From an optimization exercise on the open Yosys and OpenROAD flow, aimed at small area, a short achievable clock period and few clock cycles per item; shortcuts taken in it are not production practice.
Function was checked by simulation only, so behaviour that the tests miss may differ from the original.
Power figures rest on the tool's default switching activity, not on a simulated workload.

==> flow/design.v, too long to show whole: its modules and the start of the top module <==
// module ephs_dmac: 780 lines
// module ephs_fa: 10 lines
// module exclusion_process_hop_step_unit: 344 lines
// module ephs_add21: 29 lines
module exclusion_process_hop_step_unit #(
    parameter int SITES     = 64,
    parameter int PARTICLES = 16
) (
    input  wire logic              i_clk,
    input  wire logic              i_rst_n,
    input  wire logic              i_cfg_we,
    input  wire logic              i_cfg_index,
    input  wire logic [RATE_W-1:0] i_cfg_data,
    input  wire logic              i_in_valid,
    output logic                   o_in_stall,
    input  wire logic              i_cmd,
    input  wire logic [PICK_W-1:0] i_pick,
    output logic                   o_out_valid,
    input  wire logic              i_out_stall,
    output logic [MOVER_W-1:0]     o_mover,
    output logic                   o_went_right,
    output logic [LAND_W-1:0]      o_landing_site,
    output logic [SUM_W-1:0]       o_rate_sum,
    output logic                   o_stuck
);
  // ...
==> flow/run.sh <==
#!/bin/bash
# synth_recipe.tcl (not shown) runs the flow's synth.tcl, then flattens the netlist and writes it again
# the make line also repeats each setting of config.mk as NAME=value (left out here)
make -C /OpenROAD-flow-scripts/flow DESIGN_CONFIG=/design/flow/config.mk WORK_HOME=/design/flow/orfs CLKGATE_MAP_FILE= SYNTH_SCRIPT=/design/flow/synth_recipe.tcl finish
==> flow/config.mk <==
export PLATFORM = sky130hd
export DESIGN_NAME = exclusion_process_hop_step_unit
export DESIGN_NICKNAME = exclusion_process_hop_step_unit
export VERILOG_FILES = /design/flow/design.v
export SDC_FILE = /design/flow/constraint.sdc
export NUM_CORES = 4
export LEC_CHECK = 0
export ABC_AREA = 1
export CAP_MARGIN = 20
export CORE_MARGIN = 2
export CORE_UTILIZATION = 40
export PLACE_DENSITY = 0.6
export SLEW_MARGIN = 20
==> flow/constraint.sdc <==
create_clock -name core_clock -period 8.0 [get_ports {i_clk}]
set_input_delay 1.6000 -clock core_clock [delete_from_list [all_inputs] [get_ports {i_clk}]]
set_output_delay 1.6000 -clock core_clock [all_outputs]
set_load 0.01 [all_outputs]
==> metrics.csv, run 1 <==
metric;value;unit
slowest stage cell, crit path;dfxtp_1;
final WL;154000;µm
final clock skew;0.0372;ns
Hold Path Depth;2;
Worst-path clk slew;0.06;ns
Synth area leaders;fa_1 (20%), nand2_1 (12%), inv_1 (12%);
RSZ-0062 raised after global routing;false;
Initial Util;0.402;
drt pass-1 iters;6;
Synth top area share;0.197;
placed cells;7466;
largest net degree at the start of global routing;65;
Signal buffers;181;
# rows;119;
via count;40200;
Sw Ratio;0.586;
post-route cell area;0.0459;mm²
area delta synth->final;8.55;%
largest family of logic cells by synthesized area;adder cells;
cell taking the most area after synthesis;fa_1;
clock network latency to the later pin of the worst-skew pair;0.59;ns
met1 global-route usage;0.388;
Place WS;0.490;ns
Worst Path Max Fanout;15;
delay-heaviest family, CP;compound AO/OA/AOI/OAI gates;
Final #Nets;6950;
global routing's busiest layer;met2;
Final clock-cell share;0.0252;
Overflow after GRT;0;
synthesized area;0.0423;mm²
max reg flops;96;
Cell Area, Placed;0.0447;mm²
status;complete, no violations;
initial antenna violation count;0;
mux cell area share after synthesis;0;
Synth Area in XOR/XNOR;0.0414;
routability cong.;1.00;
worst hold slack;0.482;ns
wire length on met3;12100;µm
Testbench counts, summed over its fixed seeds: cycles 17,867, items 8,982.
==> inputs of run 2 (changes only) <==
--- a/flow/config.mk
+++ b/flow/config.mk
@@ -13 +13,3 @@
 export SLEW_MARGIN = 20
+export SYNTH_HIERARCHICAL = 1
+export SYNTH_MINIMUM_KEEP_SIZE = 0
==> metrics.csv, run 2 <==
metric;value;unit;change
status;complete, no violations;;
H-tree depth;2;;
slowest stage cell, crit path;edfxtp_1;;
initial DRC count;3623;;
core footprint;0.103;mm²;
Final #Nets;6773;;-2.5%
Int Pwr;7230;µW;
most common cell after layout, fill and taps aside;nand2_1;;
ratio of final minimum period to clock period;0.917;;
Slew headroom;0.133;;
CTS tree;done;;
Worst Tran Pin Value;1.27;ns;
Hold Buf Count CTS;0;;
Overflow after GRT;0;;unchanged
Power per Cell Area;395;mW/mm²;
via count;40100;;-0.25%
antenna viol nets, final;0;;
RSZ-0062 raised after global routing;false;;
Sw Ratio;0.597;;+0.0110
final clock skew;0.0580;ns;+0.0208 ns
drt pass-1 iters;6;;unchanged
die width;327;µm;
most frequent cells in the layout;nand2_1 (1651), inv_1 (877), nor2_1 (433), fa_1 (421), ha_1 (377);;
CTS Root Cell;clkbuf_16;;
Syn Area/Cell;7.03;µm²;
Cell Area, Placed;0.0440;mm²;-1.4%
GRT Total Usage;0.287;;
post-cts resize count;0;;
setup_tns;0;ns;
# rows;118;;-0.84%
maximum VDD drop;0.000978;V;
max reg flops;96;;unchanged
cts bufs inserted;40;;
DP HPWL;122000;µm;
Data required, critical path;8.50;ns;
Antenna diodes;0;;
first-pass GRT wire length;237000;µm;
initial antenna violation count;1;;+1
Startpoint Class;flip-flop;;
Cells after Synth;5926;;
Hold Crit Class;flip-flop to flip-flop;;
MaxCap Viol Count;0;;
area delta synth->final;9.13;%;
kind of end point of the critical path;flip-flop;;
crit-path max cell delay;0.89;ns;
IO Count;74;;
Comb pwr share;0.765;;
Most flops, register;r_pos;;
Worst EP arrival;7.84;ns;
vias in the first global route;39400;;
die height;327;µm;
Setup Viol. Count Final;0;;
Syn. warnings;10;;
clock power share;0.109;;
Post-CTS Setup Inserts;0;;
min cycle time layout;7.33;ns;
die area;0.107;mm²;
net load switching power;10700;µW;
clock network latency to the later pin of the worst-skew pair;0.63;ns;+0.04 ns
clock sink count;285;;
fmax;0.136;GHz;
final WL;155000;µm;+0.97%
Via density;5.46;;
CP dominant cell by count;nand3_1;;
PortBufs;73;;
crit path kind;flip-flop to flip-flop;;
Max Slew Vio Count;0;;
Pleak;0.0208;µW;
sequential share of power;0.127;;
Largest regs;r_pos (96), r_tot (21), r_gidx (20);;
Initial Util;0.403;;+0.000711
post-route cell area;0.0454;mm²;-0.98%
layout cell share with drive strength beyond 1;0.0541;;
Bufs on Longest Clock Path;3;;
routability cong.;0.994;;-0.84%
Final Hold Vio Count;0;;
largest net degree at the start of global routing;76;;+17%
Worst Path Max Fanout;35;;+20
DRC Markers;0;;
WL/cell;21.1;µm;
Worst-path clk slew;0.06;ns;about the same
synthesized area;0.0416;mm²;-1.5%
run 2: layout make-up:
| class | instances | area, µm² |
|---|---|---|
| well taps | 1380 | 1730 |
| flip-flops and latches | 285 | 6160 |
| multi-input cells | 4532 | 31300 |
| fillers | 10800 | 57900 |
| clock inverters | 20 | 267 |
| repair buffers | 172 | 1470 |
| clock buffers | 53 | 1130 |
| inverters | 905 | 3400 |
run 2: power by group through the flow:
stage               logic (µW)  registers, µW  clock network, µW
global placement         13400           2290                  0
finish                   13700           2270               1950
global route             14900           2280               2040
CTS                      13500           2260               1990
floorplan                 8760           2140                  0
detailed placement       13400           2290                  0
run 2: worst paths after layout:
path	startpoint	end	slack (ns)	depth (start not counted)
max	r_dneg	r_tot[8]	0.67	28
min	r_xsr[8]	r_xsr[8]	0.48	2
max reg2reg	r_dneg	r_tot[8]	0.67	28
min reg2reg	r_xsr[8]	r_xsr[8]	0.48	2
run 2: worst max-delay path: cells and delay by family, from the launching register on:
family | cells | cell delay [ns]
flops | 1 | 0.89
compound gates | 7 | 2.14
simple gates | 11 | 1.43
xor+xnor | 2 | 0.37
fa+ha+maj | 3 | 1.25
buf+inv | 5 | 1.12
run 2: routing by layer:
layer,part of all wire,GRT usage,wire [µm]
met2,0.46,0.473,71100
met1,0.43,0.380,66200
met3,0.075,0.0448,11600
met4,0.041,0.105,6290
met5,0,0,0
run 2: metrics by stage:
| stage | power, µW | worst slack (ns) | hold WS, ns | instances | utilization |
|---|---|---|---|---|---|
| after global placement | 15700 | 0.886 | 0.458 | 7274 | 0.426 |
| after detailed placement | 15700 | 0.928 | 0.469 | 7274 | 0.426 |
| after global routing | 19300 | 0.170 | 0.515 | 7347 | 0.440 |
| after CTS | 17800 | 0.868 | 0.481 | 7347 | 0.440 |
| after floorplan | 10900 | 1.37 | 0.445 | 5927 | - |
| final | 17900 | 0.668 | 0.478 | 7347 | 0.440 |
==> module exclusion_process_hop_step_unit, before the edit <==
module exclusion_process_hop_step_unit #(
    parameter int SITES     = 64,
    parameter int PARTICLES = 16
) (
    input  wire logic              i_clk,
    input  wire logic              i_rst_n,
    input  wire logic              i_cfg_we,
    input  wire logic              i_cfg_index,
    input  wire logic [RATE_W-1:0] i_cfg_data,
    input  wire logic              i_in_valid,
    output logic                   o_in_stall,
    input  wire logic              i_cmd,
    input  wire logic [PICK_W-1:0] i_pick,
    output logic                   o_out_valid,
    input  wire logic              i_out_stall,
    output logic [MOVER_W-1:0]     o_mover,
    output logic                   o_went_right,
    output logic [LAND_W-1:0]      o_landing_site,
    output logic [SUM_W-1:0]       o_rate_sum,
    output logic                   o_stuck
);
    logic [15:0]      r_lr;          
    logic [15:0]      r_rr;          
    logic [15:0][5:0] r_pos;         
    logic [4:0]       r_n;           
    logic [20:0]      r_tot;         
    logic             r_cfg_d;       
    logic             r_fix;         
    logic             r_iv;
    logic             r_icmd;
    logic [15:0]      r_ipick;
    logic [4:0]       r_in0;         
    logic             r_n0v;         
    logic [16:0]      r_e;           
    logic             r_b;
    logic             r_dneg;        
    logic [17:0]      r_mag;         
    logic [3:0][4:0]  r_gidx;        
    logic             r_ov;
    logic [3:0]       r_mover;
    logic [5:0]       r_land;
    logic             r_right;
    logic             r_stuck;
    logic out_free;
    logic fire_a;        
    logic fire_r;        
    logic fire_b;        
    logic take;
    logic accept;
    assign out_free   = !(r_ov && i_out_stall);
    assign fire_a     = r_iv && r_icmd && !r_b && r_n0v;
    assign fire_r     = r_iv && !r_icmd && !r_b && out_free;
    assign fire_b     = r_b && out_free;
    assign take       = fire_a || fire_r;
    assign o_in_stall = r_iv && !take;
    assign accept     = i_in_valid && !o_in_stall;
    logic [16:0] s_sum;
    logic [16:0] r_s;            
    logic [17:0] r_xsr;          
    assign s_sum = r_s;
    logic [15:0][5:0] pdiff;
    always_comb begin
        pdiff[0] = 6'd0;
        for (int j = 1; j < 16; j++) pdiff[j] = r_pos[j] - r_pos[j-1];
    end
    logic [16:0] gz;     
    logic [16:0] g1;     
    logic [16:0] e;      
    always_comb begin
        gz[0]  = ~r_e[0];
        g1[0]  = (r_pos[0] == 6'd1);
        for (int j = 1; j < 16; j++) begin
            gz[j] = ~r_e[j];
            g1[j] = (pdiff[j] == 6'd2);
        end
        gz[16] = ~r_e[16];
        g1[16] = (r_pos[15] == 6'd62);
    end
    assign e = r_e;
    logic z;
    logic e16;
    assign z   = e[0];
    assign e16 = e[16];
    logic        n0_calc;    
    logic [4:0]  n_use;
    logic [19:0] pn;
    logic [4:0]  c0, cp, cm;
    assign n0_calc = r_iv && !r_n0v;
    assign n_use = r_n;
    assign pn    = r_ipick * n_use;
    logic        cy_p, bw_m;
    assign cy_p  = pn[15:0] > ~r_ipick;      
    assign bw_m  = pn[15:0] < r_ipick;       
    assign c0    = {1'b0, pn[19:16]};
    assign cp    = c0 + {4'd0, cy_p};
    assign cm    = c0 - {4'd0, bw_m};
    logic [15:0] zrow;
    logic [38:0] ndiff;      
    assign zrow = r_cfg_d ? 16'd1 : (z ? r_lr : 16'd0);
    ephs_dmac u_dmac (
        .pick  (r_ipick),
        .tot   (r_tot),
        .n0    (r_in0),
        .s     (s_sum),
        .zrow  (zrow),
        .ndiff (ndiff)
    );
    logic [5:0]        cnt [17];
    logic [3:0]        loc [17];
    logic [3:0][4:0]   gidx;
    always_comb begin
        cnt[0] = 6'd1 - {1'b0, r_in0};
        for (int j = 1; j < 9; j++) begin
            cnt[j] = cnt[j-1] + {5'd0, e[j]};
        end
        loc[8] = 4'd0;
        for (int j = 9; j < 17; j++) begin
            loc[j] = loc[j-1] + {3'd0, e[j]};
            cnt[j] = cnt[8] + {2'd0, loc[j]};
        end
        for (int j = 0; j < 9; j++) loc[j] = 4'd0;
        for (int i = 0; i < 4; i++) begin
            gidx[i] = 5'd0;
            for (int j = 0; j < 17; j++) begin
                if (e[j] && cnt[j] == 6'(i)) gidx[i] = gidx[i] | 5'(j);
            end
        end
    end
    logic [5:0]       t;
    logic             dneg;
    logic [17:0]      mag;
    logic [2:0][17:0] cmp_b;
    logic [2:0]       cmp_lt;
    assign dneg  = r_dneg;
    assign mag   = r_mag;
    assign cmp_b = {r_xsr, {2'd0, dneg ? r_lr : r_rr}, {1'd0, s_sum}};
    always_comb begin
        for (int c = 0; c < 3; c++) begin
            logic [17:0] g, p, g2, p2;
            g = ~mag & cmp_b[c];
            p = ~(mag ^ cmp_b[c]);
            for (int k = 0; k < 5; k++) begin
                for (int i = 0; i < 18; i++) begin
                    if (i >= (1 << k)) begin
                        g2[i] = g[i] | (p[i] & g[i - (1 << k)]);
                        p2[i] = p[i] & p[i - (1 << k)];
                    end else begin
                        g2[i] = g[i];
                        p2[i] = p[i];
                    end
                end
                g = g2;
                p = p2;
            end
            cmp_lt[c] = g[17];
        end
    end
    assign t[0] = dneg & ~cmp_lt[0];
    assign t[1] = dneg & ~cmp_lt[1];
    assign t[2] = dneg;
    assign t[3] = dneg | cmp_lt[1];
    assign t[4] = dneg | cmp_lt[0];
    assign t[5] = dneg | cmp_lt[2];
    logic [3:0] isel;
    logic       side_r;
    assign isel[0] = t[0];
    assign isel[1] = t[2] & ~t[0];
    assign isel[2] = t[4] & ~t[2];
    assign isel[3] = ~t[4];
    assign side_r  = (t[1] & ~t[0]) | (t[3] & ~t[2]) | (t[5] & ~t[4]);
    logic [16:0] gzr, gzl;       
    assign gzr = {1'b0, gz[16:1]};
    assign gzl = {gz[15:0], 1'b0};
    logic [3:0][16:0] oh;
    logic [3:0][3:0]  cl_l;      
    logic [3:0][3:0]  cl_r;      
    logic [3:0][3:0]  gm1;       
    always_comb begin
        for (int i = 0; i < 4; i++) begin
            logic fg1, fzr, fzl;
            for (int j = 0; j < 17; j++) oh[i][j] = (r_gidx[i] == 5'(j));
            fg1 = |(oh[i] & g1);
            fzr = |(oh[i] & gzr);
            fzl = |(oh[i] & gzl);
            cl_l[i] = {fzr & ~oh[i][15], fg1, fzr, fg1 & ~oh[i][0]};
            cl_r[i] = {fzl, fg1 & ~oh[i][16], fzl & ~oh[i][1], fg1};
            gm1[i]  = 4'(r_gidx[i] - 5'd1);
        end
    end
    logic [16:0] sel_gap;
    logic [3:0]  cls;
    logic [3:0]  mover;
    always_comb begin
        sel_gap = 17'd0;
        cls     = 4'd0;
        mover   = 4'd0;
        for (int i = 0; i < 4; i++) begin
            sel_gap = sel_gap | ({17{isel[i]}} & oh[i]);
            cls     = cls | ({4{isel[i]}} & (side_r ? cl_r[i] : cl_l[i]));
            mover   = mover | ({4{isel[i]}} & (side_r ? gm1[i] : r_gidx[i][3:0]));
        end
    end
    logic [15:0] mv_l;
    logic [15:0] mv_r;
    assign mv_l = side_r ? 16'd0 : sel_gap[15:0];
    assign mv_r = side_r ? sel_gap[16:1] : 16'd0;
    logic da_p, da_m, db_p, db_m;
    assign da_p = cls[3] & ~cls[2];
    assign da_m = cls[2] & ~cls[3];
    assign db_p = cls[1] & ~cls[0];
    assign db_m = cls[0] & ~cls[1];
    logic        use_s, use_l, use_r, neg;
    logic [20:0] dmag;
    logic [20:0] tot_new;
    always_comb begin
        if (r_fix) begin
            use_s = 1'b0;
            use_l = z ^ e16;
            use_r = 1'b0;
            neg   = e16;
        end else begin
            use_s = (da_p & db_p) | (da_m & db_m);
            use_l = (da_p | da_m) & ~db_p & ~db_m;
            use_r = (db_p | db_m) & ~da_p & ~da_m;
            neg   = da_m | db_m;
        end
        dmag = ({21{use_s}} & {4'd0, s_sum}) | ({21{use_l}} & {5'd0, r_lr})
             | ({21{use_r}} & {5'd0, r_rr});
    end
    ephs_add21 u_tot_add (.a(r_tot), .b(dmag ^ {21{neg}}), .ci(neg), .s(tot_new));
    logic stuck;
    assign stuck = (r_tot == 21'd0);
    logic dn_p, dn_m;    
    assign dn_p = db_p & ~stuck;
    assign dn_m = db_m & ~stuck;
    logic [16:0] e_hop;
    logic [16:0] grow;
    assign grow  = side_r ? {1'b0, sel_gap[16:1]} : {sel_gap[15:0], 1'b0};
    assign e_hop = (sel_gap & ~g1) | (~sel_gap & (grow | r_e));
    logic [4:0] n_p1, n_m1, n_hop;
    assign n_p1  = r_n + 5'd1;
    assign n_m1  = r_n - 5'd1;
    assign n_hop = ({5{db_p}} & n_p1) | ({5{db_m}} & n_m1) | ({5{~db_p & ~db_m}} & r_n);
    logic [5:0] p_mv;
    logic [5:0] land;
    always_comb begin
        p_mv = 6'd0;
        for (int k = 0; k < 16; k++) p_mv = p_mv | ({6{mv_l[k] | mv_r[k]}} & r_pos[k]);
        land = p_mv + {{5{~side_r}}, 1'b1};
    end
    always_ff @(posedge i_clk) begin
        if (!i_rst_n) begin
            r_lr    <= RATE_RESET;
            r_rr    <= RATE_RESET;
            r_s     <= 17'd512;
            r_xsr   <= 18'd768;
            for (int k = 0; k < 16; k++) r_pos[k] <= 6'(k);
            r_n     <= 5'd1;
            r_tot   <= 21'd256;
            r_cfg_d <= 1'b0;
            r_fix   <= 1'b0;
            r_iv    <= 1'b0;
            r_n0v   <= 1'b0;
            r_e     <= 17'h10000;
            r_b     <= 1'b0;
            r_ov    <= 1'b0;
        end else begin
            r_cfg_d <= i_cfg_we;
            r_fix   <= r_cfg_d;
            if (i_cfg_we) begin
                if (i_cfg_index == REG_LEFT_RATE) begin
                    r_lr <= i_cfg_data;
                    r_s  <= {1'b0, i_cfg_data} + {1'b0, r_rr};
                end else begin
                    r_rr <= i_cfg_data;
                    r_s  <= {1'b0, r_lr} + {1'b0, i_cfg_data};
                end
            end
            if (accept)    r_iv <= 1'b1;
            else if (take) r_iv <= 1'b0;
            if (accept)                        r_n0v <= fire_r;    
            else if (n0_calc && (!r_b || fire_b)) r_n0v <= 1'b1;
            if (fire_a)      r_b <= 1'b1;
            else if (fire_b) r_b <= 1'b0;
            if (fire_r || fire_b)          r_ov <= 1'b1;
            else if (r_ov && !i_out_stall) r_ov <= 1'b0;
            if (r_cfg_d) begin
                r_xsr  <= {1'd0, r_s} + {2'd0, r_rr};
            end
            if (r_cfg_d) begin
                r_tot <= ndiff[36:16];
            end else if (fire_r) begin
                r_pos <= {6'd15, 6'd14, 6'd13, 6'd12, 6'd11, 6'd10, 6'd9, 6'd8,
                          6'd7, 6'd6, 6'd5, 6'd4, 6'd3, 6'd2, 6'd1, 6'd0};
                r_n   <= 5'd1;
                r_e   <= 17'h10000;
                r_tot <= {5'd0, r_rr};
            end else if (r_fix) begin
                r_tot <= tot_new;
            end else if (fire_b && !stuck) begin
                for (int k = 0; k < 16; k++) begin
                    if (mv_l[k] || mv_r[k]) r_pos[k] <= land;
                end
                r_n   <= n_hop;
                r_e   <= e_hop;
                r_tot <= tot_new;
            end
        end
    end
    always_ff @(posedge i_clk) begin
        if (i_cfg_we) begin
            r_ipick <= 16'd0;
            r_in0   <= r_n;
        end else if (accept) begin
            r_icmd  <= i_cmd;
            r_ipick <= i_pick;
            r_in0   <= 5'd0;
        end else if (n0_calc) begin
            r_in0   <= (fire_b && dn_p) ? cp : (fire_b && dn_m) ? cm : c0;
        end
        if (fire_a) begin
            r_dneg <= ~ndiff[35];
            r_mag  <= ndiff[33:16] ^ {18{ndiff[35]}};
            r_gidx <= gidx;
        end
        if (fire_r) begin
            r_mover <= 4'd0;
            r_land  <= 6'd0;
            r_right <= 1'b0;
            r_stuck <= 1'b0;
        end else if (fire_b) begin
            r_mover <= stuck ? 4'd0 : mover;
            r_land  <= stuck ? 6'd0 : land;
            r_right <= !stuck && side_r;
            r_stuck <= stuck;
        end
    end
    assign o_out_valid    = r_ov;
    assign o_mover        = r_mover;
    assign o_went_right   = r_right;
    assign o_landing_site = r_land;
    assign o_rate_sum     = r_tot;
    assign o_stuck        = r_stuck;
endmodule
==> inputs of run 3 (changes only) <==
--- a/flow/design.v
+++ b/flow/design.v
@@ -953,9 +953,9 @@
     logic [17:0]      mag;
-    logic [2:0][17:0] cmp_b;
-    logic [2:0]       cmp_lt;
+    logic [3:0][17:0] cmp_b;
+    logic [3:0]       cmp_lt;
     assign dneg  = r_dneg;
     assign mag   = r_mag;
-    assign cmp_b = {r_xsr, {2'd0, dneg ? r_lr : r_rr}, {1'd0, s_sum}};
+    assign cmp_b = {r_xsr, {2'd0, r_rr}, {2'd0, r_lr}, {1'd0, s_sum}};
     always_comb begin
-        for (int c = 0; c < 3; c++) begin
+        for (int c = 0; c < 4; c++) begin
             logic [17:0] g, p, g2, p2;
@@ -982,5 +982,5 @@
     assign t[2] = dneg;
-    assign t[3] = dneg | cmp_lt[1];
+    assign t[3] = dneg | cmp_lt[2];
     assign t[4] = dneg | cmp_lt[0];
-    assign t[5] = dneg | cmp_lt[2];
+    assign t[5] = dneg | cmp_lt[3];
     logic [3:0] isel;
==> metrics.csv, run 3 <==
metric;value;unit;change
Slew headroom;0.167;;+0.0339
Most flops, register;r_pos;;
post-cts resize count;0;;unchanged
Overflow after GRT;0;;unchanged
post-route cell area;0.0454;mm²;about the same
Setup Viol. Count Final;0;;unchanged
Cells after Synth;5898;;-0.47%
Worst-path clk slew;0.06;ns;about the same
synthesized area;0.0417;mm²;+0.21%
die width;327;µm;+0.10%
Final Total Pwr;18500;µW;+3.4%
kind of end point of the critical path;flip-flop;;
cts bufs inserted;38;;-5.0%
initial antenna violation count;2;;+1
largest net degree at the start of global routing;90;;+18%
final worst setup slack;0.966;ns;+0.298 ns
maximum VDD drop;0.00149;V;+53%
Data required, critical path;8.33;ns;-0.17 ns
Via density;5.47;;+0.30%
WL/cell;21.9;µm;+3.9%
Syn. warnings;10;;unchanged
Worst Tran Pin Value;1.23;ns;-0.0337 ns
CTS Root Cell;clkbuf_16;;
Cell Area, Placed;0.0442;mm²;+0.28%
R2R setup slack;0.97;ns;+0.30 ns
end-of-flow core utilization;0.439;;-0.000881
area delta synth->final;8.84;%;
die height;327;µm;+0.10%
via count;40100;;unchanged
MaxCap Viol Count;0;;unchanged
Syn Area/Cell;7.08;µm²;+0.69%
RSZ-0062 raised after global routing;false;;
Worst EP arrival;7.37;ns;-0.47 ns
Post-CTS Setup Inserts;0;;unchanged
Worst Path Max Fanout;20;;-43%
crit path kind;flip-flop to flip-flop;;
routability cong.;1.02;;+2.7%
core footprint;0.103;mm²;+0.14%
most frequent cells in the layout;nand2_1 (1639), inv_1 (845), fa_1 (421), nor2_1 (402), ha_1 (392);;
max reg flops;96;;unchanged
setup_tns;0;ns;unchanged
Bufs on Longest Clock Path;3;;unchanged
H-tree depth;2;;unchanged
DP HPWL;127000;µm;+4.1%
ratio of final minimum period to clock period;0.879;;-0.0373
Largest regs;r_pos (96), r_tot (21), r_gidx (20);;
Power per Cell Area;408;mW/mm²;+3.5%
status;complete, no violations;;
fmax;0.142;GHz;+4.2%
most common cell after layout, fill and taps aside;nand2_1;;
GRT Total Usage;0.296;;+0.00870
final WL;161000;µm;+3.6%
Pleak;0.0210;µW;+0.82%
min cycle time layout;7.03;ns;-0.298 ns
antenna viol nets, final;0;;unchanged
Startpoint Class;flip-flop;;
initial DRC count;3621;;-0.055%
Final #Nets;6767;;-0.089%
Hold Buf Count CTS;0;;unchanged
die area;0.107;mm²;+0.21%
clock network latency to the later pin of the worst-skew pair;0.64;ns;about the same
clock sink count;285;;unchanged
Antenna diodes;0;;unchanged
layout cell share with drive strength beyond 1;0.0574;;+0.00323
Hold Crit Class;flip-flop to flip-flop;;
DRC Markers;0;;unchanged
IO Count;74;;unchanged
first-pass GRT wire length;242000;µm;+2.1%
drt pass-1 iters;6;;unchanged
CTS tree;done;;
PortBufs;73;;unchanged
vias in the first global route;39300;;-0.27%
Max Slew Vio Count;0;;unchanged
final clock skew;0.0509;ns;-0.00707 ns
Final Hold Vio Count;0;;unchanged
Place WS;1.11;ns;+0.180 ns
Initial Util;0.403;;about the same
# rows;118;;unchanged
[run 3: through the flow]
stage / instances / hold WS [ns]
2_1_floorplan: 5899 / 0.449
3_3_place_gp: 7255 / 0.473
3_5_place_dp: 7255 / 0.475
4_1_cts: 7325 / 0.485
5_1_grt: 7325 / 0.511
6_report: 7325 / 0.487
[run 3: where the power goes]
| group | switching [µW] | internal, µW | leakage, µW | total, µW |
|---|---|---|---|---|
| clock network | 788 | 1020 | 0.000615 | 1810 |
| registers | 378 | 1950 | 0.00238 | 2330 |
| logic | 10100 | 4310 | 0.0180 | 14400 |
[run 3: final cells by class]
class / instances / area (µm²)
clock buffers: 54 / 1090
clock inverters: 16 / 156
fillers: 10800 / 58100
inverters: 874 / 3280
multi-input cells: 4542 / 31500
flip-flops and latches: 285 / 6160
well taps: 1380 / 1730
repair buffers: 174 / 1490
[run 3: final timing paths]
check | cells past startpoint | end | start
setup / recovery | 18 | r_mag[17] | r_tot[17]
hold / removal | 2 | r_land[3] | r_land[3]
setup reg to reg | 18 | r_mag[17] | r_tot[17]
hold reg to reg | 2 | r_land[3] | r_land[3]
[run 3: layer usage]
layer  global-route usage  vias up  share of wire
li1                     -    19000              -
met3               0.0337      309          0.063
met5                    0        -       0.000081
met2                0.506     1433           0.47
met4                0.113        2          0.043
met1                0.382    19400           0.42
[run 3: worst max-delay path: stages, from the launching register on]
cell	delay [ns]
dfxtp_1	1.04
nand2_1	0.19
fa_1	0.49
fa_1	0.49
fa_1	0.54
fa_1	0.44
fa_1	0.41
fa_1	0.42
fa_1	0.49
ha_1	0.37
a21oi_1	0.25
o21ai_0	0.13
inv_1	0.07
nand2_1	0.07
a21oi_1	0.17
nand3_1	0.10
nand2_1	0.08
buf_4	0.39
xor2_1	0.55
Testbench counts of run 3, summed over its fixed seeds: cycles 17,867, items 8,982.
==> inputs of run 4 (changes only) <==
--- a/flow/config.mk
+++ b/flow/config.mk
@@ -10,4 +10,5 @@
 export CORE_MARGIN = 2
-export CORE_UTILIZATION = 40
-export PLACE_DENSITY = 0.6
+export CORE_UTILIZATION = 50
+export CTS_BUF_LIST = sky130_fd_sc_hd__clkbuf_8
+export PLACE_DENSITY = 0.7
 export SLEW_MARGIN = 20
==> metrics.csv, run 4 <==
metric;value;unit;change
cts bufs inserted;55;;+45%
Startpoint Class;flip-flop;;
Worst Hold End;r_xsr[17];;
Initial Util;0.507;;+0.103
Cell Area, Placed;0.0436;mm²;-1.2%
RSZ-0062 raised after global routing;false;;
DP HPWL;120000;µm;-5.7%
first-pass GRT wire length;232000;µm;-4.3%
Hold Buf Count CTS;0;;unchanged
IO Count;74;;unchanged
CTS Root Cell;clkbuf_8;;
clock sink count;285;;unchanged
Worst EP arrival;7.48;ns;+0.11 ns
r2r endpoint;r_mag[17];;
CTS tree;done;;
die height;293;µm;-10%
Hold Crit Class;flip-flop to flip-flop;;
Syn. warnings;10;;unchanged
PortBufs;73;;unchanged
most common cell after layout, fill and taps aside;nand2_1;;
synthesized area;0.0417;mm²;unchanged
routability cong.;1.05;;+2.6%
Via density;5.76;;+5.2%
# rows;105;;-11%
Post-CTS Setup Inserts;0;;unchanged
Most flops, register;r_pos;;
Slew headroom;0.178;;+0.0117
final WL;152000;µm;-5.6%
Fillers;8089;;-25%
Pleak;0.0210;µW;about the same
die width;293;µm;-10%
Power per Cell Area;410;mW/mm²;+0.35%
Data required, critical path;8.43;ns;+0.10 ns
MaxCap Viol Count;0;;unchanged
met2 usage in global routing;0.582;;+0.0761
R2R setup slack;0.95;ns;about the same
Final #Nets;6766;;-0.015%
Worst-path clk slew;0.06;ns;about the same
Final Hold Vio Count;0;;unchanged
setup_tns;0;ns;unchanged
Setup Viol. Count Final;0;;unchanged
area delta synth->final;7.65;%;
max reg flops;96;;unchanged
kind of end point of the critical path;flip-flop;;
final clock skew;0.0588;ns;+0.00795 ns
die area;0.0858;mm²;-20%
crit path kind;flip-flop to flip-flop;;
drt pass-1 iters;7;;+1
DRC Markers;0;;unchanged
min cycle time layout;7.05;ns;+0.0117 ns
GRT Total Usage;0.350;;+0.0540
initial DRC count;4163;;+15%
initial antenna violation count;1;;-1
post-cts resize count;0;;unchanged
largest net degree at the start of global routing;87;;-3.3%
antenna viol nets, final;0;;unchanged
most frequent cells in the layout;nand2_1 (1639), inv_1 (860), fa_1 (421), nor2_1 (402), ha_1 (392);;
layout cell share with drive strength beyond 1;0.0596;;+0.00219
Worst Path Max Fanout;20;;unchanged
post-route cell area;0.0449;mm²;-1.1%
WL/cell;21.6;µm;-1.6%
Sequential cell area;0.00616;mm²;about the same
Worst Reg-to-Reg Cells;18;;unchanged
end-of-flow core utilization;0.545;;+0.106
Max Slew Vio Count;0;;unchanged
H-tree depth;2;;unchanged
ratio of final minimum period to clock period;0.881;;+0.00147
area of the multi-input gates;0.0315;mm²;about the same
Largest regs;r_pos (96), r_tot (21), r_gidx (20);;
clock network latency to the later pin of the worst-skew pair;0.74;ns;+0.10 ns
status;complete, no violations;;
vias in the first global route;39800;;+1.3%
Worst Tran Pin Value;1.23;ns;-0.00355 ns
via count;40500;;+1.0%
Bufs on Longest Clock Path;3;;unchanged
met3 GRT Util;0.0573;;+0.0237
fmax;0.142;GHz;-0.17%
maximum VDD drop;0.00101;V;-32%
RR Startpoint;r_tot[15];;
core footprint;0.0824;mm²;-20%
Hold Path Depth;2;;unchanged
min-delay src;r_xsr[17];;
met1 global-route usage;0.442;;+0.0595
global routing's busiest layer;met2;;
Cells after Synth;5898;;unchanged
Overflow after GRT;0;;unchanged
Syn Area/Cell;7.08;µm²;unchanged
[run 4: report_power, final]
part,switching (µW),leakage [µW],internal (µW)
Combinational,10000,0.0179,4340
Clock,777,0.000713,937
Sequential,356,0.00238,1960
Total,11200,0.0210,7240
[run 4: stage by stage]
step | hold slack, ns | std cells | power [µW] | worst slack [ns]
after CTS | 0.487 | 7030 | 18100 | 1.17
after global placement | 0.471 | 6926 | 16200 | 1.17
after global routing | 0.519 | 7032 | 19800 | 0.727
after floorplan | 0.449 | 5899 | 11200 | 1.85
final | 0.483 | 7032 | 18400 | 0.954
after detailed placement | 0.467 | 6926 | 16300 | 1.18
[run 4: routing by layer]
metal  vias up  part of all wire
li1      19000                 -
met1     19200              0.40
met2      1828              0.46
met3       458             0.081
met4         0             0.056
met5         -                 0
[run 4: worst max path at each step]
stage / slack, ns / from / endpoint
after floorplan: 1.85 / r_n[2] / r_in0[2]
after global placement: 1.17 / r_tot[15] / r_mag[17]
after detailed placement: 1.18 / r_tot[14] / r_mag[17]
after CTS: 1.17 / r_tot[14] / r_mag[17]
after global routing: 0.73 / r_s[3] / r_tot[8]
final: 0.95 / r_tot[15] / r_mag[17]
[run 4: area by class of cell]
class / count / area share
multi-input cells: 4542 / 0.702
flip-flops and latches: 285 / 0.137
inverters: 874 / 0.0730
repair buffers: 156 / 0.0301
well taps: 1070 / 0.0298
clock buffers: 74 / 0.0227
clock inverters: 30 / 0.00557
diodes: 1 / 0.0000557
[run 4: critical path: stages, from the launching register on]
cell and delay, ns:
dfxtp_1 1.08, nand2_1 0.23, fa_1 0.46, fa_1 0.48
fa_1 0.55, fa_1 0.44, fa_1 0.40, fa_1 0.40
fa_1 0.49, ha_1 0.37, a21oi_1 0.26, o21ai_0 0.15
inv_1 0.08, nand2_1 0.06, a21oi_1 0.20, nand3_1 0.11
nand2_1 0.07, buf_4 0.38, xor2_1 0.53
==> inputs of run 5 (changes only) <==
--- a/flow/config.mk
+++ b/flow/config.mk
@@ -13,2 +13,3 @@
 export PLACE_DENSITY = 0.7
+export SETUP_SLACK_MARGIN = 0.6
 export SLEW_MARGIN = 20
==> metrics.csv, run 5 <==
metric;value;unit;change
setup_tns;0;ns;unchanged
die area;0.0858;mm²;unchanged
status;complete, no violations;;
die width;293;µm;unchanged
Syn Area/Cell;7.08;µm²;unchanged
Worst Hold End;r_xsr[17];;
max reg flops;96;;unchanged
Pleak;0.0210;µW;unchanged
most common cell after layout, fill and taps aside;nand2_1;;
maximum VDD drop;0.00101;V;unchanged
placed cells;6926;;unchanged
Data required, critical path;8.43;ns;about the same
Most flops, register;r_pos;;
final clock skew;0.0588;ns;unchanged
kind of end point of the critical path;flip-flop;;
Setup Viol. Count Final;0;;unchanged
DRC Markers;0;;unchanged
Hold Path Depth;2;;unchanged
Worst EP arrival;7.48;ns;about the same
Hold Crit Class;flip-flop to flip-flop;;
initial antenna violation count;1;;unchanged
drt pass-1 iters;7;;unchanged
GRT Total Usage;0.350;;unchanged
layout cell share with drive strength beyond 1;0.0596;;unchanged
Slew headroom;0.178;;unchanged
clock sink count;285;;unchanged
R2R setup slack;0.95;ns;about the same
post-route insts no fill;7032;;unchanged
Largest regs;r_pos (96), r_tot (21), r_gidx (20);;
Hold Buf Count CTS;0;;unchanged
vias in the first global route;39800;;unchanged
clock network latency to the later pin of the worst-skew pair;0.74;ns;about the same
synthesized area;0.0417;mm²;unchanged
CTS tree;done;;
# rows;105;;unchanged
r2r endpoint;r_mag[17];;
PortBufs;73;;unchanged
first-pass GRT wire length;232000;µm;unchanged
worst hold slack;0.483;ns;unchanged
Overflow after GRT;0;;unchanged
H-tree depth;2;;unchanged
Final #Nets;6766;;unchanged
Bufs on Longest Clock Path;3;;unchanged
RSZ-0062 raised after global routing;false;;
routability cong.;1.05;;unchanged
Worst Tran Pin Value;1.23;ns;unchanged
Post-CTS Setup Inserts;0;;unchanged
MaxCap Viol Count;0;;unchanged
cts bufs inserted;55;;unchanged
ratio of final minimum period to clock period;0.881;;unchanged
Cells after Synth;5898;;unchanged
Power per Cell Area;410;mW/mm²;unchanged
Syn. warnings;10;;unchanged
DP HPWL;120000;µm;unchanged
Cell Area, Placed;0.0436;mm²;unchanged
IO Count;74;;unchanged
largest net degree at the start of global routing;87;;unchanged
antenna viol nets, final;0;;unchanged
core footprint;0.0824;mm²;unchanged
Worst-path clk slew;0.06;ns;about the same
min cycle time layout;7.05;ns;unchanged
Worst Reg-to-Reg Cells;18;;unchanged
crit path kind;flip-flop to flip-flop;;
Initial Util;0.507;;unchanged
initial DRC count;4163;;unchanged
post-route cell area;0.0449;mm²;unchanged
min-delay src;r_xsr[17];;
fmax;0.142;GHz;unchanged
RR Startpoint;r_tot[15];;
CTS Root Cell;clkbuf_8;;
via count;40500;;unchanged
Via density;5.76;;unchanged
Startpoint Class;flip-flop;;
Max Slew Vio Count;0;;unchanged
area delta synth->final;7.65;%;unchanged
final WL;152000;µm;unchanged
most frequent cells in the layout;nand2_1 (1639), inv_1 (860), fa_1 (421), nor2_1 (402), ha_1 (392);;
post-cts resize count;0;;unchanged
WL/cell;21.6;µm;unchanged
Worst Path Max Fanout;20;;unchanged
die height;293;µm;unchanged
Final Hold Vio Count;0;;unchanged
[run 5: cell counts in the layout (fill, tap and decap cells not counted)]
Identical to the previous run, type by type.
[run 5: worst max-delay path by stage]
stage,start,end,slack [ns],cells past startpoint
6_report,r_tot[15],r_mag[17],0.95,18
5_1_grt,r_s[3],r_tot[8],0.73,32
4_1_cts,r_tot[14],r_mag[17],1.17,18
3_5_place_dp,r_tot[14],r_mag[17],1.18,18
3_3_place_gp,r_tot[15],r_mag[17],1.17,18
2_1_floorplan,r_n[2],r_in0[2],1.85,32
[run 5: per-layer routing]
metal,global-route usage,wire length (µm)
met1,0.442,60900
met3,0.0573,12400
met4,0.170,8540
met5,0,0
met2,0.582,70000
[run 5: worst max-delay path: stages, from the launching register on]
cell	delay (ns)
dfxtp_1	1.08
nand2_1	0.23
fa_1	0.46
fa_1	0.48
fa_1	0.55
fa_1	0.44
fa_1	0.40
fa_1	0.40
fa_1	0.49
ha_1	0.37
a21oi_1	0.26
o21ai_0	0.15
inv_1	0.08
nand2_1	0.06
a21oi_1	0.20
nand3_1	0.11
nand2_1	0.07
buf_4	0.38
xor2_1	0.53
[run 5: through the flow]
step | util | power, µW | setup WS [ns]
6_report | 0.545 | 18400 | 0.954
5_1_grt | 0.545 | 19800 | 0.727
4_1_cts | 0.545 | 18100 | 1.17
3_5_place_dp | 0.530 | 16300 | 1.18
3_3_place_gp | 0.530 | 16200 | 1.17
2_1_floorplan | - | 11200 | 1.85
[run 5: area by class of cell]
type | instances | area (µm²)
antenna | 1 | 2.50
fill | 8089 | 37500
tap | 1070 | 1340
multi-input combinational | 4542 | 31500
sequential | 285 | 6160
timing repair buffer | 156 | 1350
inverter | 874 | 3280
clock inverter | 30 | 250
clock buffer | 74 | 1020
[run 5: where the power goes]
part,switching [µW],internal [µW]
sequential,356,1960
combinational,10000,4340
clock,777,937
total,11200,7240
==> inputs of run 6 (changes only) <==
--- a/flow/config.mk
+++ b/flow/config.mk
@@ -13,3 +13,3 @@
 export PLACE_DENSITY = 0.7
-export SETUP_SLACK_MARGIN = 0.6
+export SETUP_SLACK_MARGIN = 1.2
 export SLEW_MARGIN = 20
==> metrics.csv, run 6 <==
metric;value;unit;change
status;complete, no violations;;
die height;293;µm;unchanged
Cells after Synth;5898;;unchanged
via count;40600;;+0.24%
max reg flops;96;;unchanged
H-tree depth;2;;unchanged
Bufs on Longest Clock Path;3;;unchanged
most frequent cells in the layout;nand2_1 (1639), inv_1 (859), fa_1 (421), nor2_1 (398), ha_1 (390);;
area delta synth->final;7.96;%;
Most flops, register;r_pos;;
clock sink count;285;;unchanged
clock network latency to the later pin of the worst-skew pair;0.73;ns;about the same
ratio of final minimum period to clock period;0.813;;-0.0672
Slew headroom;0.225;;+0.0471
Final Hold Vio Count;0;;unchanged
WL/cell;21.6;µm;+0.12%
largest net degree at the start of global routing;87;;unchanged
Worst Path Max Fanout;20;;unchanged
DRC Markers;0;;unchanged
Final #Nets;6770;;+0.059%
Hold Path Depth;2;;unchanged
routability cong.;1.05;;unchanged
MaxCap Viol Count;0;;unchanged
die width;293;µm;unchanged
Largest regs;r_pos (96), r_tot (21), r_gidx (20);;
initial DRC count;4055;;-2.6%
CTS Root Cell;clkbuf_8;;
setup_tns;0;ns;unchanged
RSZ-0062 raised after global routing;true;;
GRT Total Usage;0.350;;unchanged
CTS tree;done;;
first-pass GRT wire length;232000;µm;unchanged
Hold Crit Class;flip-flop to flip-flop;;
final clock skew;0.0587;ns;-0.000114 ns
core footprint;0.0824;mm²;unchanged
Worst EP arrival;6.99;ns;-0.49 ns
worst hold slack;0.485;ns;+0.00112 ns
final WL;152000;µm;+0.18%
Cell Area, Placed;0.0436;mm²;unchanged
Fillers;8075;;-0.17%
drt pass-1 iters;6;;-1
Crit. Startpoint;r_tot[18];;
Via density;5.77;;+0.18%
Syn. warnings;10;;unchanged
Setup Viol. Count Final;0;;unchanged
cts bufs inserted;55;;unchanged
die area;0.0858;mm²;unchanged
kind of end point of the critical path;flip-flop;;
DP HPWL;120000;µm;unchanged
Pleak;0.0210;µW;+0.17%
Worst-path clk slew;0.06;ns;about the same
PortBufs;73;;unchanged
Max Slew Vio Count;0;;unchanged
Worst Tran Pin Value;1.16;ns;-0.0705 ns
fmax;0.154;GHz;+8.3%
Overflow after GRT;0;;unchanged
Syn Area/Cell;7.08;µm²;unchanged
Data required, critical path;8.48;ns;+0.05 ns
vias in the first global route;39800;;unchanged
Startpoint Class;flip-flop;;
Initial Util;0.507;;unchanged
antenna viol nets, final;0;;unchanged
synthesized area;0.0417;mm²;unchanged
Worst Reg-to-Reg Cells;19;;+1
# rows;105;;unchanged
Hold Buf Count CTS;0;;unchanged
min cycle time layout;6.51;ns;-0.538 ns
Power per Cell Area;410;mW/mm²;about the same
crit path kind;flip-flop to flip-flop;;
layout cell share with drive strength beyond 1;0.0642;;+0.00465
RR Startpoint;r_tot[18];;
initial antenna violation count;1;;unchanged
min-delay src;r_xsr[17];;
most common cell after layout, fill and taps aside;nand2_1;;
post-route cell area;0.0451;mm²;+0.29%
maximum VDD drop;0.00101;V;+0.49%
IO Count;74;;unchanged
## run 6: repair_timing
item | in CTS | in global routing
gates cloned | 0 | 1
pin swaps | 0 | 2
setup buffers | 0 | 3
endpoints found under the setup margin | 1 | 39
resized for setup | 3 | 27
## run 6: worst paths after layout
path	endpoint	slack (ns)
worst min-delay path	r_xsr[17]	0.48
worst min register to register	r_xsr[17]	0.48
worst max-delay path	r_mag[17]	1.49
worst max register to register	r_mag[17]	1.49
## run 6: cell type report
cell class | count | area [µm²] | share of cell area
antenna | 1 | 2.50 | 0.0000555
clock buffer | 74 | 1020 | 0.0226
clock inverter | 30 | 250 | 0.00555
inverter | 874 | 3280 | 0.0728
multi-input combinational | 4543 | 31600 | 0.701
sequential | 285 | 6180 | 0.137
tap | 1070 | 1340 | 0.0297
timing repair buffer | 159 | 1400 | 0.0311
## run 6: per-layer routing
metal | vias up | global-route usage | wire length, µm
met1 | 19300 | 0.442 | 60900
li1 | 19000 | - | -
met3 | 463 | 0.0573 | 12300
met5 | - | 0 | 0
met4 | 0 | 0.170 | 8710
met2 | 1872 | 0.582 | 70100
## run 6: where the power goes
group / total, µW / internal, µW / switching, µW
clock: 1710 / 936 / 776
sequential: 2330 / 1970 / 357
combinational: 14400 / 4380 / 10100
## run 6: per-stage QoR
stage,cells,setup slack [ns],utilization,power (µW)
2_1_floorplan,5899,1.85,-,11200
3_3_place_gp,6926,1.17,0.530,16200
3_5_place_dp,6926,1.18,0.530,16300
4_1_cts,7030,1.23,0.545,18100
5_1_grt,7036,1.15,0.547,19900
6_report,7036,1.49,0.547,18500
## run 6: worst max-delay path: stages (launching register included)
cell     delay, ns
dfxtp_1       0.60
buf_4         0.32
nand2_1       0.11
fa_1          0.54
fa_1          0.43
fa_1          0.50
fa_1          0.40
fa_1          0.42
fa_1          0.52
fa_1          0.44
ha_1          0.37
a21oi_1       0.26
o21ai_0       0.15
inv_1         0.08
nand2_1       0.06
a21oi_1       0.20
nand3_1       0.11
nand2_1       0.09
buf_6         0.30
xor2_2        0.36
==> inputs of run 7 (changes only) <==
--- a/flow/config.mk
+++ b/flow/config.mk
@@ -13,3 +13,3 @@
 export PLACE_DENSITY = 0.7
-export SETUP_SLACK_MARGIN = 1.2
+export SETUP_SLACK_MARGIN = 2.0
 export SLEW_MARGIN = 20
==> metrics.csv, run 7 <==
metric;value;unit;change
min-delay src;r_xsr[17];;
GRT Total Usage;0.358;;+0.00795
first-pass GRT wire length;236000;µm;+1.8%
via count;41000;;+1.1%
Power per Cell Area;439;mW/mm²;+7.1%
post-route insts no fill;7114;;+1.1%
Via density;5.77;;about the same
Most flops, register;r_pos;;
Overflow after GRT;0;;unchanged
synthesized area;0.0417;mm²;unchanged
end-of-flow core utilization;0.569;;+0.0223
min cycle time layout;5.99;ns;-0.518 ns
clock network latency to the later pin of the worst-skew pair;0.74;ns;about the same
MaxCap Viol Count;0;;unchanged
Worst Reg-to-Reg Cells;32;;+13
area delta synth->final;12.4;%;
kind of end point of the critical path;flip-flop;;
Largest regs;r_pos (96), r_tot (21), r_gidx (20);;
Data required, critical path;8.44;ns;-0.04 ns
Hold Path Depth;2;;unchanged
largest net degree at the start of global routing;89;;+2.3%
Place WS;0.971;ns;-0.210 ns
vias in the first global route;40000;;+0.33%
R2R setup slack;2.01;ns;+0.52 ns
slowest stage cell, crit path;fa_1;;
die area;0.0858;mm²;unchanged
Pleak;0.0215;µW;+2.3%
DRC Markers;0;;unchanged
DP HPWL;122000;µm;+1.8%
r2r endpoint;r_in0[2];;
initial DRC count;3856;;-4.9%
Bufs on Longest Clock Path;3;;unchanged
fmax;0.167;GHz;+8.6%
Syn Area/Cell;7.08;µm²;unchanged
core footprint;0.0824;mm²;unchanged
CTS Root Cell;clkbuf_8;;
placed cells;6929;;+0.043%
initial antenna violation count;3;;+2
setup_tns;0;ns;unchanged
maximum VDD drop;0.00135;V;+33%
final WL;158000;µm;+3.8%
Cells after Synth;5898;;unchanged
crit-path max cell delay;0.59;ns;about the same
H-tree depth;2;;unchanged
most common cell after layout, fill and taps aside;nand2_1;;
most frequent cells in the layout;nand2_1 (1613), inv_1 (853), fa_1 (411), nor2_1 (381), ha_1 (361);;
Worst Path Max Fanout;5;;-75%
Final #Nets;6852;;+1.2%
status;complete, no violations;;
Worst Hold End;r_xsr[17];;
die width;293;µm;unchanged
final worst setup slack;2.01;ns;+0.518 ns
Final Hold Vio Count;0;;unchanged
antenna viol nets, final;0;;unchanged
ratio of final minimum period to clock period;0.749;;-0.0647
PortBufs;73;;unchanged
routability cong.;1.06;;+0.92%
Max Slew Vio Count;0;;unchanged
Startpoint Class;flip-flop;;
cts bufs inserted;56;;+1.8%
layout cell share with drive strength beyond 1;0.109;;+0.0445
final clock skew;0.0864;ns;+0.0277 ns
delay-heaviest family, CP;adder cells;;
Initial Util;0.507;;unchanged
WL/cell;22.2;µm;+2.6%
IO Count;74;;unchanged
clock sink count;285;;unchanged
crit path kind;flip-flop to flip-flop;;
Worst EP arrival;6.43;ns;-0.56 ns
# rows;105;;unchanged
worst path bufs/invs;4;;+1
Slew headroom;0.304;;+0.0787
Syn. warnings;10;;unchanged
die height;293;µm;unchanged
max reg flops;96;;unchanged
Setup Viol. Count Final;0;;unchanged
CTS tree;done;;
drt pass-1 iters;6;;unchanged
RR Startpoint;r_n[3];;
Worst-path clk slew;0.07;ns;about the same
RSZ-0062 raised after global routing;true;;
Hold Crit Class;flip-flop to flip-flop;;
Worst Tran Pin Value;1.04;ns;-0.118 ns
[run 7: worst reg2reg max path, delay by kind of cell, from the launching register on]
family	cells	cell delay (ns)
adder cells (fa/ha/maj)	7	2.48
AO/OA/AOI/OAI	11	1.44
AND/OR/NAND/NOR	9	1.00
flip-flops	1	0.36
buffers and inverters	4	0.33
XOR/XNOR	1	0.11
[run 7: repair_timing]
| action | 4_1_cts | 5_1_grt |
|---|---|---|
| cloned | 2 | 6 |
| endpoints found under the setup margin | 99 | 86 |
| pin swaps | 10 | 78 |
| setup buffers | 17 | 58 |
| gates resized for setup | 111 | 242 |
| hold buffers | 0 | 0 |
[run 7: area by class of cell]
| type | instances | area [µm²] |
|---|---|---|
| well taps | 1070 | 1340 |
| multi-input cells | 4544 | 32700 |
| fillers | 7972 | 35500 |
| inverters | 874 | 3300 |
| repair inverters | 1 | 5.00 |
| clock buffers | 64 | 881 |
| diodes | 1 | 2.50 |
| clock inverters | 37 | 214 |
| flip-flops and latches | 285 | 6270 |
| repair buffers | 238 | 2230 |
[run 7: worst max path at each step]
stage | end | start | slack, ns | depth (start not counted)
after floorplan | r_mag[0] | r_tot[20] | 2.03 | 22
after global placement | r_tot[8] | r_s[3] | 1.10 | 32
after detailed placement | r_tot[8] | r_s[3] | 0.97 | 32
after CTS | r_tot[8] | r_pos[49] | 1.98 | 34
after global routing | r_in0[2] | r_n[3] | 1.76 | 32
final | r_in0[2] | r_n[3] | 2.01 | 32
[run 7: metal layers]
layer  GRT usage  vias to the layer above  part of all wire
met5           0                        -           0.00060
met4       0.157                        4             0.053
met3      0.0545                      418             0.080
met2       0.608                     1873              0.47
met1       0.451                    19600              0.40
li1            -                    19200                 -
[run 7: metrics by stage]
step                      instance area (µm²)  total power (µW)  hold WS (ns)
final                                   46900             20600         0.469
after global placement                  43700             16300         0.457
after CTS                               45300             18400         0.472
after global routing                    46900             22200         0.507
after detailed placement                43700             16400         0.463
after floorplan                         41700             11200         0.449
[run 7: power breakdown]
group | total (µW) | switching (µW) | internal (µW)
Sequential | 2290 | 308 | 1990
Clock | 1510 | 748 | 766
Combinational | 16800 | 11200 | 5590
Total | 20600 | 12300 | 8350
==> inputs of run 8 (changes only) <==
--- a/flow/config.mk
+++ b/flow/config.mk
@@ -13,3 +13,3 @@
 export PLACE_DENSITY = 0.7
-export SETUP_SLACK_MARGIN = 2.0
+export SETUP_SLACK_MARGIN = 2.8
 export SLEW_MARGIN = 20
==> metrics.csv, run 8 <==
metric;value;unit;change
status;complete, no violations;;
routability cong.;1.06;;+0.46%
Slew headroom;0.305;;+0.000664
Syn. warnings;10;;unchanged
Setup Viol. Count Final;0;;unchanged
Pleak;0.0231;µW;+7.2%
drt pass-1 iters;7;;+1
initial DRC count;4212;;+9.2%
worst path bufs/invs;3;;-1
Worst Hold End;r_land[3];;
Worst Tran Pin Value;1.04;ns;-0.00237 ns
global routing's busiest layer;met2;;
H-tree depth;2;;unchanged
Worst Path Max Fanout;8;;+3
max reg flops;96;;unchanged
Bufs on Longest Clock Path;3;;unchanged
cts bufs inserted;49;;-13%
Worst-path clk slew;0.06;ns;about the same
vias in the first global route;41600;;+4.0%
IO Count;74;;unchanged
initial antenna violation count;6;;+3
crit-path max cell delay;0.60;ns;about the same
Worst Reg-to-Reg Cells;29;;-9.4%
setup_tns;0;ns;unchanged
most frequent cells in the layout;nand2_1 (1519), inv_1 (794), fa_1 (380), nor2_1 (349), ha_1 (307);;
fmax;0.170;GHz;+1.8%
met3 GRT Util;0.0591;;+0.00461
R2R setup slack;2.12;ns;+0.11 ns
Largest regs;r_pos (96), r_tot (21), r_gidx (20);;
GRT Total Usage;0.369;;+0.0114
worst hold slack;0.486;ns;+0.0166 ns
WL/cell;22.7;µm;+2.4%
die height;293;µm;unchanged
clock network latency to the later pin of the worst-skew pair;0.71;ns;-0.03 ns
min-delay src;r_land[3];;
Syn Area/Cell;7.08;µm²;unchanged
Cells after Synth;5898;;unchanged
CTS tree;done;;
largest net degree at the start of global routing;87;;-2.2%
antenna viol nets, final;0;;unchanged
DRC Markers;0;;unchanged
Hold Path Depth;2;;unchanged
area delta synth->final;23.5;%;
Final Hold Vio Count;0;;unchanged
Hold Buf Count CTS;0;;unchanged
Via density;5.87;;+1.8%
Startpoint Class;flip-flop;;
Data required, critical path;8.42;ns;-0.02 ns
core footprint;0.0824;mm²;unchanged
first-pass GRT wire length;244000;µm;+3.2%
DP HPWL;121000;µm;-1.4%
Final #Nets;7046;;+2.8%
delay-heaviest family, CP;adder cells;;
met1 global-route usage;0.455;;+0.00408
die width;293;µm;unchanged
min cycle time layout;5.88;ns;-0.106 ns
final WL;166000;µm;+5.2%
MaxCap Viol Count;0;;unchanged
RR Startpoint;r_n[4];;
maximum VDD drop;0.00102;V;-24%
Max Slew Vio Count;0;;unchanged
most common cell after layout, fill and taps aside;nand2_1;;
Power per Cell Area;498;mW/mm²;+13%
die area;0.0858;mm²;unchanged
Hold Crit Class;flip-flop to flip-flop;;
ratio of final minimum period to clock period;0.736;;-0.0133
slowest stage cell, crit path;fa_2;;
r2r endpoint;r_in0[2];;
clock sink count;285;;unchanged
Most flops, register;r_pos;;
synthesized area;0.0417;mm²;unchanged
met2 usage in global routing;0.624;;+0.0166
Initial Util;0.507;;unchanged
crit path kind;flip-flop to flip-flop;;
final clock skew;0.0700;ns;-0.0164 ns
via count;42900;;+4.5%
layout cell share with drive strength beyond 1;0.207;;+0.0980
# rows;105;;unchanged
Overflow after GRT;0;;unchanged
RSZ-0062 raised after global routing;true;;
Worst EP arrival;6.30;ns;-0.13 ns
CTS Root Cell;clkbuf_8;;
kind of end point of the critical path;flip-flop;;
PortBufs;73;;unchanged
run 8: cell count changes in the layout (fill, tap and decap cells not counted), moves of 54 or more:
cell     change
buf_4      +129
nand2_1     -94
inv_1       -59
ha_4        +57
nand2_2     +56
ha_1        -54
run 8: per-stage QoR:
step / setup WS (ns) / total power (µW) / utilization / instances / area [µm²]
floorplan: 2.45 / 11700 / - / 5899 / 42300
global placement: 1.14 / 16600 / 0.533 / 6916 / 43900
detailed placement: 1.02 / 16600 / 0.533 / 6916 / 43900
CTS: 2.10 / 21400 / 0.587 / 7189 / 48400
global route: 1.84 / 26800 / 0.625 / 7306 / 51500
finish: 2.12 / 25700 / 0.625 / 7308 / 51500
run 8: area by class of cell:
cell class / count / area (µm²)
Clock buffer: 62 / 853
Multi-Input combinational cell: 4544 / 35100
Tap cell: 1070 / 1340
Timing Repair Buffer: 439 / 4270
Sequential cell: 285 / 6340
Timing Repair inverter: 1 / 8.76
Clock inverter: 30 / 204
Antenna cell: 3 / 7.51
Fill cell: 7304 / 30900
Inverter: 874 / 3360
run 8: report_power, final:
part           internal [µW]  switching [µW]
Combinational           8350           13500
Sequential              2000             373
Clock                    770             724
Total                  11100           14600
run 8: worst max-delay path by stage:
stage | slack (ns) | depth (start not counted) | endpoint | start
floorplan | 2.45 | 33 | r_in0[2] | r_n[4]
global placement | 1.14 | 29 | r_tot[8] | r_s[13]
detailed placement | 1.02 | 29 | r_tot[8] | r_s[13]
CTS | 2.10 | 30 | r_in0[2] | r_n[4]
global route | 1.84 | 31 | r_in0[2] | r_n[4]
finish | 2.12 | 29 | r_in0[2] | r_n[4]
run 8: what timing repair did:
action,4_1_cts,5_1_grt
cloned,5,2
pin swaps,152,311
gates resized for setup,427,514
hold endpoints to repair,0,0
buffers inserted,176,114
setup endpoints to repair,151,145
run 8: metal layers:
layer | vias up | part of all wire
li1 | 19600 | -
met1 | 20600 | 0.38
met2 | 2115 | 0.47
met3 | 637 | 0.083
met4 | 8 | 0.064
met5 | - | 0.00028
run 8: worst register-to-register path, delay by kind of cell, from the launching register on:
| kind | cells | cell delay [ns] |
|---|---|---|
| AOI/OAI and AO/OA | 9 | 1.26 |
| xor gates and xnor gates | 1 | 0.22 |
| adders and majority gates | 7 | 2.53 |
| buffers and inverters | 3 | 0.20 |
| DFF | 1 | 0.47 |
| and+or+nand+nor | 9 | 0.94 |
==> inputs of run 9 (changes only) <==
--- a/flow/config.mk
+++ b/flow/config.mk
@@ -13,3 +13,3 @@
 export PLACE_DENSITY = 0.7
-export SETUP_SLACK_MARGIN = 2.8
+export SETUP_SLACK_MARGIN = 2.2
 export SLEW_MARGIN = 20
==> metrics.csv, run 9 <==
metric;value;unit;change
min-delay src;r_xsr[17];;
crit path kind;flip-flop to flip-flop;;
Final Total Pwr;22400;µW;-13%
Worst Hold End;r_xsr[17];;
most common cell after layout, fill and taps aside;nand2_1;;
PortBufs;73;;unchanged
Hold Crit Class;flip-flop to flip-flop;;
die width;293;µm;unchanged
met3 GRT Util;0.0566;;-0.00250
final worst setup slack;2.14;ns;+0.0236 ns
Hold Buf Count CTS;0;;unchanged
IO Count;74;;unchanged
crit-path max cell delay;0.57;ns;-0.03 ns
Setup Viol. Count Final;0;;unchanged
Via density;5.79;;-1.3%
clock sink count;285;;unchanged
Fillers;7786;;+6.6%
largest net degree at the start of global routing;87;;unchanged
slowest stage cell, crit path;fa_2;;
Worst Tran Pin Value;1.07;ns;+0.0260 ns
Worst EP arrival;6.41;ns;+0.11 ns
WL/cell;22.0;µm;-3.2%
DRC Markers;0;;unchanged
MaxCap Viol Count;0;;unchanged
min cycle time layout;5.86;ns;-0.0236 ns
drt pass-1 iters;6;;-1
CTS Root Cell;clkbuf_8;;
Syn Area/Cell;7.08;µm²;unchanged
worst path bufs/invs;5;;+2
area delta synth->final;15.1;%;
Slew headroom;0.289;;-0.0157
Worst Path Max Fanout;8;;unchanged
Syn. warnings;10;;unchanged
r2r endpoint;r_in0[4];;
Most flops, register;r_pos;;
GRT Total Usage;0.356;;-0.0132
end-of-flow core utilization;0.583;;-0.0426
met1 global-route usage;0.444;;-0.0110
most frequent cells in the layout;nand2_1 (1601), inv_1 (835), fa_1 (397), nor2_1 (373), ha_1 (344);;
ratio of final minimum period to clock period;0.733;;-0.00296
Startpoint Class;flip-flop;;
Cells after Synth;5898;;unchanged
Initial Util;0.507;;unchanged
fmax;0.171;GHz;+0.40%
Pleak;0.0219;µW;-4.9%
Power per Cell Area;467;mW/mm²;-6.4%
final WL;157000;µm;-5.2%
Overflow after GRT;0;;unchanged
initial DRC count;3569;;-15%
via count;41500;;-3.3%
RR Startpoint;r_n[4];;
final clock skew;0.0542;ns;-0.0158 ns
die height;293;µm;unchanged
layout cell share with drive strength beyond 1;0.131;;-0.0761
initial antenna violation count;2;;-4
global routing's busiest layer;met2;;
core footprint;0.0824;mm²;unchanged
CTS tree;done;;
Bufs on Longest Clock Path;3;;unchanged
Final #Nets;6890;;-2.2%
synthesized area;0.0417;mm²;unchanged
Data required, critical path;8.55;ns;+0.13 ns
H-tree depth;2;;unchanged
first-pass GRT wire length;235000;µm;-3.5%
clock network latency to the later pin of the worst-skew pair;0.73;ns;+0.02 ns
R2R setup slack;2.14;ns;+0.02 ns
status;complete, no violations;;
max reg flops;96;;unchanged
Final Hold Vio Count;0;;unchanged
Largest regs;r_pos (96), r_tot (21), r_gidx (20);;
Place WS;0.974;ns;-0.0490 ns
DP HPWL;121000;µm;+0.50%
Hold Path Depth;2;;unchanged
die area;0.0858;mm²;unchanged
Max Slew Vio Count;0;;unchanged
maximum VDD drop;0.00149;V;+45%
delay-heaviest family, CP;adder cells;;
vias in the first global route;40500;;-2.6%
Worst Reg-to-Reg Cells;30;;+3.4%
cts bufs inserted;56;;+14%
routability cong.;1.06;;-0.12%
setup_tns;0;ns;unchanged
CP dominant cell by count;ha_4;;
Worst-path clk slew;0.06;ns;about the same
# rows;105;;unchanged
kind of end point of the critical path;flip-flop;;
antenna viol nets, final;0;;unchanged
met2 usage in global routing;0.600;;-0.0246
RSZ-0062 raised after global routing;true;;
==> run 9: stage by stage <==
step	area (µm²)	cells	hold WS [ns]
final	48000	7157	0.474
after global routing	48000	7157	0.490
after CTS	46200	7089	0.474
after detailed placement	43700	6932	0.461
after global placement	43700	6932	0.450
after floorplan	41800	5899	0.449
==> run 9: area by class of cell <==
class	count	area [µm²]	share of cell area
clock buffers	72	991	0.0206
well taps	1070	1340	0.0279
inverters	874	3300	0.0687
multi-input cells	4544	33100	0.689
diodes	1	2.50	0.0000521
repair inverters	1	5.00	0.000104
flip-flops and latches	285	6320	0.132
repair buffers	276	2720	0.0566
clock inverters	34	251	0.00524
==> run 9: report_power, final <==
group	switching (µW)	internal (µW)
sequential	333	2000
clock	755	913
combinational	11900	6550
total	13000	9460
==> run 9: how the worst max path moves through the flow <==
stage          startpoint  cells after the start  endpoint
2_1_floorplan      r_n[2]                     32  r_in0[2]
3_3_place_gp       r_s[3]                     32  r_tot[8]
3_5_place_dp       r_s[3]                     32  r_tot[8]
4_1_cts            r_n[2]                     32  r_in0[2]
5_1_grt            r_n[2]                     29  r_in0[3]
6_report           r_n[4]                     30  r_in0[4]
==> run 9: worst reg2reg max path, delay by kind of cell (launching register included) <==
family                     cells  cell delay [ns]
AOI/OAI and AO/OA              7             1.25
DFF                            1             0.34
buffers and inverters          5             0.49
adders and majority gates      7             2.40
and+or+nand+nor               10             0.99
xor gates and xnor gates       1             0.25
==> run 9: per-layer routing <==
| layer | wire length [µm] | share of wire | up-vias |
|---|---|---|---|
| li1 | - | - | 19300 |
| met1 | 62500 | 0.40 | 19900 |
| met2 | 73300 | 0.47 | 1867 |
| met3 | 12700 | 0.081 | 443 |
| met5 | 13 | 0.000083 | - |
| met4 | 8850 | 0.056 | 2 |
==> run 9: timing repair <==
| item | 4_1_cts | 5_1_grt |
|---|---|---|
| setup endpoints to repair | 113 | 70 |
| resized for setup | 205 | 293 |
| buffers inserted | 45 | 64 |
| pin swaps | 56 | 109 |
| gates cloned | 6 | 3 |

[separate check: timing with driven ports]
The flow's constraints put no driver on any port. The routed layouts listed below were extracted and timed again, unchanged, in two steps. Step 1: set_driving_cell puts a clkbuf_16 on i_clk and a buf_2 on each other input, an assumption about the parent block. Step 2 times the ports against the registers' clock, not the clock port: input delays grow and output delays shrink by t, the midpoint of the rising clock arrivals with the driver on. Slacks: ideal / step 1 / step 2; pairs: ideal / step 1.
run | t (ns) | setup slack, ns | worst setup path after step 2 | worst register clock-pin slew, ns | pins driven straight from the clock port
run 1 | 0.637 | 0.624 / 0.624 / 0.624 | register to register | 0.08 / 0.08 | 1
run 2 | 0.668 | 0.668 / 0.668 / 0.668 | register to register | 0.08 / 0.08 | 1
run 3 | 0.683 | 0.966 / 0.966 / 0.966 | register to register | 0.08 / 0.08 | 1
run 4 | 0.768 | 0.954 / 0.954 / 0.954 | register to register | 0.07 / 0.07 | 1
run 5 | 0.768 | 0.954 / 0.954 / 0.954 | register to register | 0.07 / 0.07 | 1
run 6 | 0.764 | 1.492 / 1.492 / 1.492 | register to register | 0.07 / 0.07 | 1
run 7 | 0.757 | 2.010 / 2.010 / 1.518 | input to register | 0.07 / 0.07 | 1
run 8 | 0.741 | 2.116 / 2.116 / 2.116 | register to register | 0.07 / 0.07 | 1
run 9 | 0.765 | 2.140 / 2.140 / 2.122 | input to register | 0.09 / 0.09 | 1
After both steps every run listed still meets setup and hold. For run 7, which loses most, drivers alone change the setup slack by 0.000 ns; drivers and shift together by -0.492 ns.
